From an optimization exercise on the open Yosys and OpenROAD flow, aimed at small area; shortcuts taken in it are not production practice. The RTL was checked by simulation tests, not by an equivalence proof against the original design.

==> flow/design.v <==
package cnn_geom_pkg;
    localparam int CI     = 3;
    localparam int PIX_BW = 16;
    localparam int IMG_W  = 8;
    localparam int IMG_H  = 8;
    localparam int POOL_W = IMG_W / 2;
    localparam int COL_BW = 3;
    localparam int ROW_BW = 3;
endpackage
package cnn_ctrl_pkg;
    typedef enum logic {
        POOL_MAX = 1'b0,
        POOL_AVG = 1'b1
    } pool_op_e;
    typedef enum logic [1:0] {
        S_IDLE = 2'd0,
        S_RUN  = 2'd1,
        S_HOLD = 2'd2
    } pool_state_e;
endpackage
import cnn_geom_pkg::*;
module relu_stage (
    input  logic [CI*PIX_BW-1:0] i_pixel,
    output logic [CI*PIX_BW-1:0] o_pixel
);
    for (genvar c = 0; c < CI; c++) begin : g_ch
        logic [PIX_BW-1:0] ch_pix;
        logic              ch_neg;
        assign ch_pix = i_pixel[c*PIX_BW +: PIX_BW];
        assign ch_neg = ch_pix[PIX_BW-1];
        assign o_pixel[c*PIX_BW +: PIX_BW] = ch_neg ? '0 : ch_pix;
    end
endmodule
import cnn_geom_pkg::*;
module line_buffer (
    input  logic              clk,
    input  logic              reset_n,
    input  logic              i_shift,
    input  logic [PIX_BW-1:0] i_pixel,
    input  logic [COL_BW-1:0] i_col,
    output logic [PIX_BW-1:0] o_win00,
    output logic [PIX_BW-1:0] o_win01,
    output logic [PIX_BW-1:0] o_win10,
    output logic [PIX_BW-1:0] o_win11
);
    logic [PIX_BW-1:0] row_mem [IMG_W];
    logic [PIX_BW-1:0] prev_pix;
    logic [COL_BW-1:0] col_prev;
    assign col_prev = i_col - 1'b1;
    always_ff @(posedge clk or negedge reset_n) begin
        if (!reset_n) begin
            for (int i = 0; i < IMG_W; i++) begin
                row_mem[i] <= '0;
            end
            prev_pix <= '0;
        end else if (i_shift) begin
            row_mem[col_prev] <= prev_pix;
            prev_pix          <= i_pixel;
        end
    end
    assign o_win00 = row_mem[col_prev];
    assign o_win01 = row_mem[i_col];
    assign o_win10 = prev_pix;
    assign o_win11 = i_pixel;
endmodule
import cnn_geom_pkg::*;
import cnn_ctrl_pkg::*;
module pool_unit (
    input  cnn_ctrl_pkg::pool_op_e          i_op,
    input  logic [PIX_BW-1:0] i_win00,
    input  logic [PIX_BW-1:0] i_win01,
    input  logic [PIX_BW-1:0] i_win10,
    input  logic [PIX_BW-1:0] i_win11,
    output logic [PIX_BW-1:0] o_result
);
    logic        [PIX_BW-1:0] max_top;
    logic        [PIX_BW-1:0] max_bot;
    logic        [PIX_BW-1:0] max_all;
    logic signed [PIX_BW+1:0] sum;
    logic signed [PIX_BW+1:0] avg;
    assign max_top = ($signed(i_win00) > $signed(i_win01)) ? i_win00 : i_win01;
    assign max_bot = ($signed(i_win10) > $signed(i_win11)) ? i_win10 : i_win11;
    assign max_all = ($signed(max_top) > $signed(max_bot)) ? max_top : max_bot;
    assign sum = $signed({{2{i_win00[PIX_BW-1]}}, i_win00})
               + $signed({{2{i_win01[PIX_BW-1]}}, i_win01})
               + $signed({{2{i_win10[PIX_BW-1]}}, i_win10})
               + $signed({{2{i_win11[PIX_BW-1]}}, i_win11});
    assign avg = sum >>> 2;
    always_comb begin
        case (i_op)
            POOL_AVG: o_result = avg[PIX_BW-1:0];
            default:  o_result = max_all;
        endcase
    end
endmodule
import cnn_geom_pkg::*;
import cnn_ctrl_pkg::*;
module pool_ctrl (
    input  logic                 clk,
    input  logic                 reset_n,
    input  logic                 i_valid,
    output logic                 o_ready,
    input  cnn_ctrl_pkg::pool_op_e             i_pool_op,
    output cnn_ctrl_pkg::pool_op_e             o_op,
    output logic                 o_shift,
    output logic [COL_BW-1:0]    o_col,
    input  logic [CI*PIX_BW-1:0] i_result,
    output logic                 o_valid,
    output logic [CI*PIX_BW-1:0] o_pool,
    output logic                 o_last,
    input  logic                 i_ready
);
    cnn_ctrl_pkg::pool_state_e       state;
    cnn_ctrl_pkg::pool_state_e       state_next;
    cnn_ctrl_pkg::pool_op_e          op_q;
    logic [COL_BW-1:0] col;
    logic [ROW_BW-1:0] row;
    logic              accept;
    logic              hold;
    logic              frame_start;
    logic              win_done;
    logic              last_win;
    logic              taken_last;
    assign hold    = o_valid & ~i_ready;
    assign o_ready = ~hold;
    assign accept  = i_valid & o_ready;
    assign o_shift = accept;
    assign o_col   = col;
    assign o_op    = op_q;
    assign frame_start = accept & (row == '0) & (col == '0);
    assign win_done    = accept & row[0] & col[0];
    assign last_win    = win_done & (row == ROW_BW'(IMG_H - 1))
                       & (col[COL_BW-1:1] == (COL_BW-1)'(POOL_W - 1));
    assign taken_last  = o_valid & i_ready & o_last;
    always_comb begin
        state_next = state;
        case (state)
            S_IDLE: if (accept) state_next = S_RUN;
            S_RUN: begin
                if (hold) begin
                    state_next = S_HOLD;
                end else if (taken_last && !accept) begin
                    state_next = S_IDLE;
                end
            end
            S_HOLD: begin
                if (!hold) state_next = (taken_last && !accept) ? S_IDLE : S_RUN;
            end
            default: state_next = S_IDLE;
        endcase
    end
    always_ff @(posedge clk or negedge reset_n) begin
        if (!reset_n) begin
            state   <= S_IDLE;
            op_q    <= POOL_MAX;
            col     <= '0;
            row     <= '0;
            o_valid <= 1'b0;
            o_last  <= 1'b0;
        end else begin
            state <= state_next;
            if (frame_start) op_q <= i_pool_op;
            if (accept) begin
                if (col == COL_BW'(IMG_W - 1)) begin
                    col <= '0;
                    row <= (row == ROW_BW'(IMG_H - 1)) ? '0 : row + 1'b1;
                end else begin
                    col <= col + 1'b1;
                end
            end
            if (win_done) begin
                o_valid <= 1'b1;
                o_last  <= last_win;
            end else if (o_valid && i_ready) begin
                o_valid <= 1'b0;
                o_last  <= 1'b0;
            end
        end
    end
    always_ff @(posedge clk) begin
        if (win_done) o_pool <= i_result;
    end
endmodule
import cnn_geom_pkg::*;
import cnn_ctrl_pkg::*;
module cnn_pool_top (
    input  logic                 clk,
    input  logic                 reset_n,
    input  logic                 i_valid,
    output logic                 o_ready,
    input  logic [CI*PIX_BW-1:0] i_pixel,
    input  cnn_ctrl_pkg::pool_op_e             i_pool_op,
    output logic                 o_valid,
    output logic [CI*PIX_BW-1:0] o_pool,
    output logic                 o_last,
    input  logic                 i_ready
);
    logic [CI*PIX_BW-1:0] relu_pix;
    logic [CI*PIX_BW-1:0] pool_res;
    logic                 shift;
    logic [COL_BW-1:0]    col;
    cnn_ctrl_pkg::pool_op_e             op;
    relu_stage u_relu (
        .i_pixel (i_pixel),
        .o_pixel (relu_pix)
    );
    for (genvar c = 0; c < CI; c++) begin : g_ch
        logic [PIX_BW-1:0] win00;
        logic [PIX_BW-1:0] win01;
        logic [PIX_BW-1:0] win10;
        logic [PIX_BW-1:0] win11;
        line_buffer u_line_buffer (
            .clk     (clk),
            .reset_n (reset_n),
            .i_shift (shift),
            .i_pixel (relu_pix[c*PIX_BW +: PIX_BW]),
            .i_col   (col),
            .o_win00 (win00),
            .o_win01 (win01),
            .o_win10 (win10),
            .o_win11 (win11)
        );
        pool_unit u_pool_unit (
            .i_op     (op),
            .i_win00  (win00),
            .i_win01  (win01),
            .i_win10  (win10),
            .i_win11  (win11),
            .o_result (pool_res[c*PIX_BW +: PIX_BW])
        );
    end
    pool_ctrl u_pool_ctrl (
        .clk       (clk),
        .reset_n   (reset_n),
        .i_valid   (i_valid),
        .o_ready   (o_ready),
        .i_pool_op (i_pool_op),
        .o_op      (op),
        .o_shift   (shift),
        .o_col     (col),
        .i_result  (pool_res),
        .o_valid   (o_valid),
        .o_pool    (o_pool),
        .o_last    (o_last),
        .i_ready   (i_ready)
    );
endmodule
==> flow/run.sh <==
#!/bin/bash
# synth_recipe.tcl (not shown) runs the flow's synth.tcl, then flattens the netlist and writes it again
# the make line also repeats each setting of config.mk as NAME=value (left out here)
make -C /OpenROAD-flow-scripts/flow DESIGN_CONFIG=/design/flow/config.mk WORK_HOME=/design/flow/orfs CLKGATE_MAP_FILE= SYNTH_SCRIPT=/design/flow/synth_recipe.tcl finish
==> flow/config.mk <==
export PLATFORM = sky130hd
export DESIGN_NAME = cnn_pool_top
export DESIGN_NICKNAME = cnn_pool_top
export VERILOG_FILES = /design/flow/design.v
export SDC_FILE = /design/flow/constraint.sdc
export NUM_CORES = 4
export LEC_CHECK = 0
export CAP_MARGIN = 20
export CORE_MARGIN = 2
export CORE_UTILIZATION = 40
export SLEW_MARGIN = 20
==> flow/constraint.sdc <==
create_clock -name core_clock -period 10.0 [get_ports {clk}]
set_input_delay 2.0000 -clock core_clock [delete_from_list [all_inputs] [get_ports {clk}]]
set_output_delay 2.0000 -clock core_clock [all_outputs]
set_load 0.01 [all_outputs]
==> results.txt <==
cells by family after synthesis:
group / Yosys count / synth area share
fa+ha+maj: 276 / 0.134
mux: 166 / 0.0596
buf+inv: 438 / 0.0555
other cells: 1 / 0.000122
simple gates: 1111 / 0.156
xor+xnor: 34 / 0.00971
flops: 459 / 0.382
compound gates: 988 / 0.203
worst max-delay path by stage:
| stage | slack [ns] | end | start | cells after the start |
|---|---|---|---|---|
| after floorplan | 2.94 | u_pool_ctrl.o_pool[25] | u_pool_ctrl.col[2] | 29 |
| after global placement | 2.09 | u_pool_ctrl.o_pool[34] | u_pool_ctrl.col[2] | 22 |
| after detailed placement | 2.00 | u_pool_ctrl.o_pool[34] | u_pool_ctrl.col[2] | 22 |
| after CTS | 1.97 | u_pool_ctrl.o_pool[34] | u_pool_ctrl.col[2] | 22 |
| after global routing | 1.29 | u_pool_ctrl.o_pool[22] | u_pool_ctrl.col[0] | 23 |
| final | 1.85 | u_pool_ctrl.o_pool[34] | u_pool_ctrl.col[2] | 22 |
flip-flops by register name, indices dropped and copies added (netlist names):
| register | count |
|---|---|
| g_ch.u_line_buffer.row_mem | 360 |
| g_ch.u_line_buffer.prev_pix | 45 |
| u_pool_ctrl.o_pool | 45 |
| u_pool_ctrl.col | 3 |
| u_pool_ctrl.row | 3 |
| u_pool_ctrl.o_last | 1 |
| u_pool_ctrl.o_valid | 1 |
| u_pool_ctrl.op_q | 1 |
through the flow:
| stage | util | setup WS, ns |
|---|---|---|
| floorplan | - | 2.94 |
| global placement | 0.430 | 2.09 |
| detailed placement | 0.430 | 2.00 |
| CTS | 0.453 | 1.97 |
| global route | 0.454 | 1.29 |
| finish | 0.454 | 1.85 |
cell usage in the layout (no fill, tap or decap), drive strengths merged, types with 90 or more instances in the layout:
master	count
fa	90
clkdlybuf4s50	99
nand2	714
ha	181
o21ai	488
mux2	134
dfrtp	414
inv	200
a21oi	142
nor2	124
cells in the mapped netlist (all sizes together) (8+ instances only):
cell	number	area [um2]
a211oi	24	180
a21o	26	195
a21oi	142	714
a221o	17	170
a221oi	52	455
a222oi	69	691
a22oi	37	292
a31oi	10	62.6
a41oi	8	70.1
and2	11	68.8
and3	9	61.3
buf	46	231
clkbuf	177	664
clkinv	18	67.6
dfrtp	414	10400
edfxtp	45	1350
fa	90	1800
ha	181	2260
inv	197	739
mux2	134	1510
mux2i	32	320
nand2	714	2680
nand2b	46	288
nand3	55	275
nand4	52	325
nor2	124	473
nor2b	22	138
nor3	35	175
o211ai	14	105
o21a	18	135
o21ai	488	2440
o31ai	10	75.1
or2	8	50.1
or3	17	106
xnor2	20	175
xor2	14	123
worst register-to-register path, delay by kind of cell, from the launching register on:
kind | cells | cell delay [ns]
fa+ha+maj | 3 | 0.93
mux | 1 | 0.34
flops | 1 | 0.98
buf+inv | 3 | 0.94
compound gates | 12 | 3.45
simple gates | 3 | 1.25
cell type report:
class,instances,share of cell area
repair buffers,142,0.0404
multi-input cells,2578,0.507
inverters,215,0.0234
clock inverters,22,0.00708
well taps,1030,0.0374
clock buffers,73,0.0445
flip-flops and latches,459,0.340
metal layers:
layer / global-route usage / wire length, um
met3: 0.0296 / 5050
met5: 0 / 0
met2: 0.446 / 49000
met4: 0.0965 / 3780
met1: 0.322 / 41400
==> results.txt <==
Status - complete, no violations
Cell Area, Placed - 32600 um2
Height of the die - 281 um
Num rows - 101
Post_cts resized - 0
Floorplan die area - 78900 um2
Fin crit period - 8.15 ns
Maxcap violations - 0
Clock sink count - 459
Post-Route Skew - 0.0140 ns
CTS Root Cell - clkbuf_16
Setup crit start kind - register
Final setup vio count - 0
Clock latency on the worst-skew pair - 0.62 ns
Clock Path Buffers - 3
Setup TNS Final - 0 ns
Seq/Total Area, Yosys - 0.382
Worst Hold Depth - 2
Die Wd - 281 um
Final worst-path cycle share - 0.815
Slew HR - 0.312
WL final - 99200 um
Hpwl dp - 67100 um
Final Non-Filler Cells - 4519
Register area - 11700 um2
CP max FO - 67
Post-synth EDFFs - 45
Global-route wire length before repair - 156000 um
Ant. Diodes - 0
Cells after Synth - 3473
Worst-path cell with the longest stage delay - dfrtp_4
Worst R2R Setup Slack - 1.85 ns
Postcts setup bufs - 0
Placed Instances - 4423
Hold crit path type - register to register
Library cells used by synthesis - 79
Post-CTS Hold Buffers - 0
CTS tree - yes
GR Util All Layers - 0.255
Fill count - 7500
GR Overflow Total - 0
# H-tree levels - 2
WS Path Type - register to register
Reg-to-Reg Start - u_pool_ctrl.col[2]
Worst Hold End - g_ch[2].u_line_buffer.row_mem[0][5]
Hold_sp - g_ch[2].u_line_buffer.row_mem[0][5]
Largest net degree at the start of global routing - 167
Starting density of the core - 0.404
CP Cell Sequence - inv_1, ha_2, or4_4, or2_4, buf_4, o21ai_0, ha_1, a21oi_1, o21ai_0, a221oi_1, nand2_1, a22oi_1, buf_4, mux2i_1, ha_1, a21o_1, a21o_1, a21oi_1, o21ai_0, a31oi_1, o22ai_1, o311ai_0
RSZ-0062 raised after global routing - no
DRC - 0
Fmax - 0.123 GHz
DR pass1 iterations - 7
Worst Reg-to-Reg Cells - 22
Mean area per synthesized cell - 8.83 um2
Layout cells sized above 1 - 0.0886
Vias - 25.9k
Final hold vios - 0
Gpl congestion - 0.977
Nets - 3773
Flop and latch count out of synthesis - 459
Inserted Clock Buffers - 53
Critical Path AT - 8.51 ns
Post-route design area - 34400 um2
Crit-path most repeated cell - o21ai_0
Critical Path RT - 10.36 ns
Core box area - 75900 um2
Critical Path Sink Type - register
Vias in the first global route - 26.2k
Clock transition at path regs - 0.07 ns
Post-DR wirelength/cell - 22.0 um
Post-synthesis async set-or-reset flop share - 0.902
Final antenna-violating net count - 0
Area of the multi-input gates - 17500 um2
Synth Cell Area - 30700 um2
Final hold slack - 0.497 ns
Via density - 5.74
CP bufs+invs - 3
Worst slew pin tran - 1.03 ns
Max Slew Vio Count - 0
Ys Warns - 4
Top_reg_cell synth - dfrtp_1
IO buf count - 100
Worst reg2reg path endpoint - u_pool_ctrl.o_pool[34]
Max incr delay on CP - 0.98 ns
Area Growth Syn to Fin - 12.3%
CP top delay family - compound AO/OA/AOI/OAI gates
Drt initial violations - 2126
Io pins - 104
Initial antenna violation count - 0

-- afterwards: timing with drivers on the ports --
In the flow no input, the clock included, has a driving cell. The finished layout below was timed again as built, in two steps.
Step 1 (the two cells are an assumption about what drives the block):
set clk [get_ports {clk}]
set_driving_cell -lib_cell sky130_fd_sc_hd__clkbuf_16 $clk
set_driving_cell -lib_cell sky130_fd_sc_hd__buf_2 [delete_from_list [all_inputs] $clk]
Step 2, shift: input delay + t, output delay - t, t = (earliest + latest rising clock arrival at the registers) / 2. This alone moves slack from input paths to output paths.
Three values: ideal, step 1, step 2; two values: the first two.
t (ns): 0.677
setup WS [ns]: 1.855 / 1.855 / 1.855
latest minus earliest clock arrival (ns): 0.017 / 0.017
worst register clock-pin slew, ns: 0.07 / 0.07
pins driven straight from the clock port: 1
After both steps setup and hold are still met in this run. For this run, drivers alone change the setup slack by 0.000 ns; drivers and shift together by 0.000 ns.
